Background: an optimization exercise with open tools, aiming at small area, a short achievable clock period and few clock cycles per item. Do not read the settings as production practice. Function was checked by simulation only, so behaviour that the tests miss may differ from the original.

== try-indigo ==
==> flow/design.v (excerpt) <==
module face_track_associator #(
  parameter int unsigned MAX_FACES = fta_pkg::MAX_FACES_DEF
) (
  input  logic                        clk_i,
  input  logic                        rst_ni,
  input  logic                        in_valid,
  output logic                        in_ready,
  input  logic                        in_func,
  input  logic [fta_pkg::COORD_W-1:0] in_det_x,
  input  logic [fta_pkg::COORD_W-1:0] in_det_y,
  input  logic [fta_pkg::COORD_W-1:0] in_det_width,
  input  logic [fta_pkg::COORD_W-1:0] in_det_height,
  input  logic                        in_passes_check,
  output logic                        out_valid,
  input  logic                        out_ready,
  output logic                        out_result_kind,
  output logic                        out_matched,
  output logic [fta_pkg::COORD_W-1:0] out_kept_x,
  output logic [fta_pkg::COORD_W-1:0] out_kept_y,
  output logic                        out_stored,
  output logic                        out_overflow,
  output logic [fta_pkg::TRACK_W-1:0] out_tracked_count,
  input  logic                        psel,
  input  logic                        penable,
  input  logic                        pwrite,
  input  logic [fta_pkg::APB_AW-1:0]  paddr,
  input  logic [fta_pkg::APB_DW-1:0]  pwdata,
  output logic [fta_pkg::APB_DW-1:0]  prdata,
  output logic                        pready
);
make LEC_CHECK=0 CAP_MARGIN=20 CORE_MARGIN=2 CORE_UTILIZATION=55 CTS_BUF_LIST=sky130_fd_sc_hd__clkbuf_8 SETUP_SLACK_MARGIN=1.5 SLEW_MARGIN=20 finish   # period 8.5 ns
run.sh (not shown) runs the stock make flow with config.mk's settings and CLKGATE_MAP_FILE= SYNTH_SCRIPT=/design/flow/synth_recipe.tcl, a recipe that flattens the netlist after the stock synthesis.
Testbench counts of try-indigo, summed over its fixed seeds: cycles 4,672, items 3,950.
For try-lagoon, these inputs were changed with respect to try-indigo:
# try-indigo
export LEC_CHECK = 0
export CAP_MARGIN = 20
export CORE_MARGIN = 2
export CORE_UTILIZATION = 55
export CTS_BUF_LIST = sky130_fd_sc_hd__clkbuf_8
export SETUP_SLACK_MARGIN = 1.5
export SLEW_MARGIN = 20
create_clock -name core_clock -period 8.5 [get_ports {clk_i}]
# try-lagoon
export LEC_CHECK = 0
export CAP_MARGIN = 20
export CORE_MARGIN = 2
export CORE_UTILIZATION = 40
export CTS_BUF_LIST = sky130_fd_sc_hd__clkbuf_8
export SETUP_SLACK_MARGIN = 1.5
export SLEW_MARGIN = 20
create_clock -name core_clock -period 8.5 [get_ports {clk_i}]
### Flow results
- try-lagoon ended up with e1_dy_q[4]$_DFFE_PN_ as its critical path launch point; try-indigo ended up with a_loy_q[1]$_SDFFCE_PP0P_.
- Per the comparison of try-lagoon with try-indigo, global-route wire length before repair -about 1%; critical path depth +6; number of placed cells counting well taps +8.0%; setup TNS ~0 delta.
- Comparing try-indigo with try-lagoon, the number of nets in the finished design came out essentially unchanged.
- Comparing the two runs side by side, try-lagoon comes out ahead of try-indigo on wire length.

* * *

== pine ==
face_track_associator again, from the RTL that the note above started with.
clock: 8.5 ns
lec_check: 0
cap_margin: 20
core_margin: 2
core_utilization: 40
cts_buf_list: sky130_fd_sc_hd__clkbuf_8
setup_slack_margin: 1.25
slew_margin: 20
Testbench counts of pine, summed over its fixed seeds: cycles 4,672, items 3,950.
Inputs modified between pine and cedar:
- SETUP_SLACK_MARGIN: 1.25 -> 1.5
- CORE_UTILIZATION: 40 -> 65
Findings:
Density: cedar denser than pine
The higher clock buffer count of cedar and pine is in pine.
cedar vs pine: normalized max-slew margin down in cedar
Of cedar and pine, it is cedar that has the lower minimum clock period.
The run showing the greater filler-free cell count of the finished design is pine.
The run with more routed wire is cedar, not pine.
cedar contains more vias than pine.
| non-clock buffer count | cedar vs pine | 86 higher |
The clock-cell share of area was comparable across cedar and pine.
Per the comparison of cedar with pine, maximum frequency shows an increase of 3.4 MHz; final setup slack of the worst path increased by 0.17 ns relative to the old numbers.

* * *

build 37:
Another version of the RTL of face_track_associator (not shown whole).
For scale: about 7500 cells after synthesis, roughly 1300 flip-flops, about 160 I/O pins, ~0.088 sq mm of cells after synthesis.
## face_track_associator
module face_track_associator #(
  parameter int unsigned MAX_FACES = fta_pkg::MAX_FACES_DEF
) (
  input  logic                        clk_i,
  input  logic                        rst_ni,
  input  logic                        in_valid,
  output logic                        in_ready,
  input  logic                        in_func,
  input  logic [fta_pkg::COORD_W-1:0] in_det_x,
  input  logic [fta_pkg::COORD_W-1:0] in_det_y,
  input  logic [fta_pkg::COORD_W-1:0] in_det_width,
  input  logic [fta_pkg::COORD_W-1:0] in_det_height,
  input  logic                        in_passes_check,
  output logic                        out_valid,
  input  logic                        out_ready,
  output logic                        out_result_kind,
  output logic                        out_matched,
  output logic [fta_pkg::COORD_W-1:0] out_kept_x,
  output logic [fta_pkg::COORD_W-1:0] out_kept_y,
  output logic                        out_stored,
  output logic                        out_overflow,
  output logic [fta_pkg::TRACK_W-1:0] out_tracked_count,
  input  logic                        psel,
  input  logic                        penable,
  input  logic                        pwrite,
  input  logic [fta_pkg::APB_AW-1:0]  paddr,
  input  logic [fta_pkg::APB_DW-1:0]  pwdata,
  output logic [fta_pkg::APB_DW-1:0]  prdata,
  output logic                        pready
  ...
==> flow/config.mk <==
export PLATFORM = sky130hd
export DESIGN_NAME = face_track_associator
export DESIGN_NICKNAME = face_track_associator
export VERILOG_FILES = /design/flow/design.v
export SDC_FILE = /design/flow/constraint.sdc
export NUM_CORES = 4
export LEC_CHECK = 0
export CAP_MARGIN = 20
export CORE_MARGIN = 2
export CORE_UTILIZATION = 40
export CTS_BUF_LIST = sky130_fd_sc_hd__clkbuf_8
export SETUP_SLACK_MARGIN = 2.0
export SLEW_MARGIN = 20
==> flow/constraint.sdc <==
create_clock -name core_clock -period 8.5 [get_ports {clk_i}]
set_input_delay 1.7000 -clock core_clock [delete_from_list [all_inputs] [get_ports {clk_i}]]
set_output_delay 1.7000 -clock core_clock [all_outputs]
set_load 0.01 [all_outputs]
Testbench counts of build 37, summed over its fixed seeds: cycles 5,335, items 3,950.
What build 20 does differently from build 37 at the input level:
Settings: CTS_BUF_LIST: sky130_fd_sc_hd__clkbuf_8 -> unset; CORE_UTILIZATION: 40 -> 60; SETUP_SLACK_MARGIN: 2.0 -> unset.
--- outcome ---
- Between build 37 and build 20, clock network area share increased.
- Compared build 20 vs build 37, and overall global routing resource usage is up in build 20.
- Build 20 finished all stages; the layout is clean.
- Largest net degree at the start of global routing was lower in build 20 than in build 37.
- Non-clock buffer instance count of the final layout for build 20: 339 down relative to build 37
- Build 20 — global-route track usage on met1 14 points higher, build 37 as reference
- Summary of build 20 over build 37: slack of the critical path went down by 840 ps; first-iteration detailed-routing DRC count went up by about 5%.
- Compare build 37 and build 20 | part of the cycle the worst path needs lower: build 37
- Build 20 vs. build 37: fraction of met3 tracks used by global routing went up by 1.1 points.
Here is what was changed in the inputs of build 9 compared with build 20.
Settings: an added CTS_BUF_LIST of sky130_fd_sc_hd__clkbuf_8.
==> comparison <==
- Build 20 → build 9: clock-buffer cell count saw an increase, smallest setup slack after layout saw an increase.
- met3 usage of build 20 is on par with build 9.

port drivers added, routing unchanged:
No port has a modelled driver above. Below, the same layouts with a new extraction and two added sets of constraints. Step 1 assumes that a clkbuf_16 drives the clock port and a buf_2 every other input. Step 2 times the ports against the registers' clock, not the clock port: input delays grow and output delays shrink by t, the midpoint of the rising clock arrivals with the driver on. Slacks: ideal / step 1 / step 2; pairs: ideal / step 1.
run	t, ns	slack for setup (ns)	worst register clock-pin slew, ns	pins driven straight from the clock port
try-indigo	1.055	1.589 / 1.497 / 1.392	0.08 / 0.08	1
try-lagoon	1.046	1.540 / 1.540 / 1.305	0.07 / 0.07	1
pine	1.031	1.433 / 1.375 / 1.235	0.09 / 0.09	1
cedar	0.991	1.599 / 1.522 / 1.228	0.07 / 0.07	1
build 37	1.039	1.059 / 1.059 / 1.059	0.07 / 0.07	1
build 20	0.877	0.215 / 0.130 / 0.428	0.07 / 0.07	1
build 9	1.036	0.219 / 0.136 / 0.515	0.07 / 0.07	1
After both steps every run listed still meets setup and hold. For cedar, which loses most, drivers alone change the setup slack by -0.077 ns; drivers and shift together by -0.371 ns.
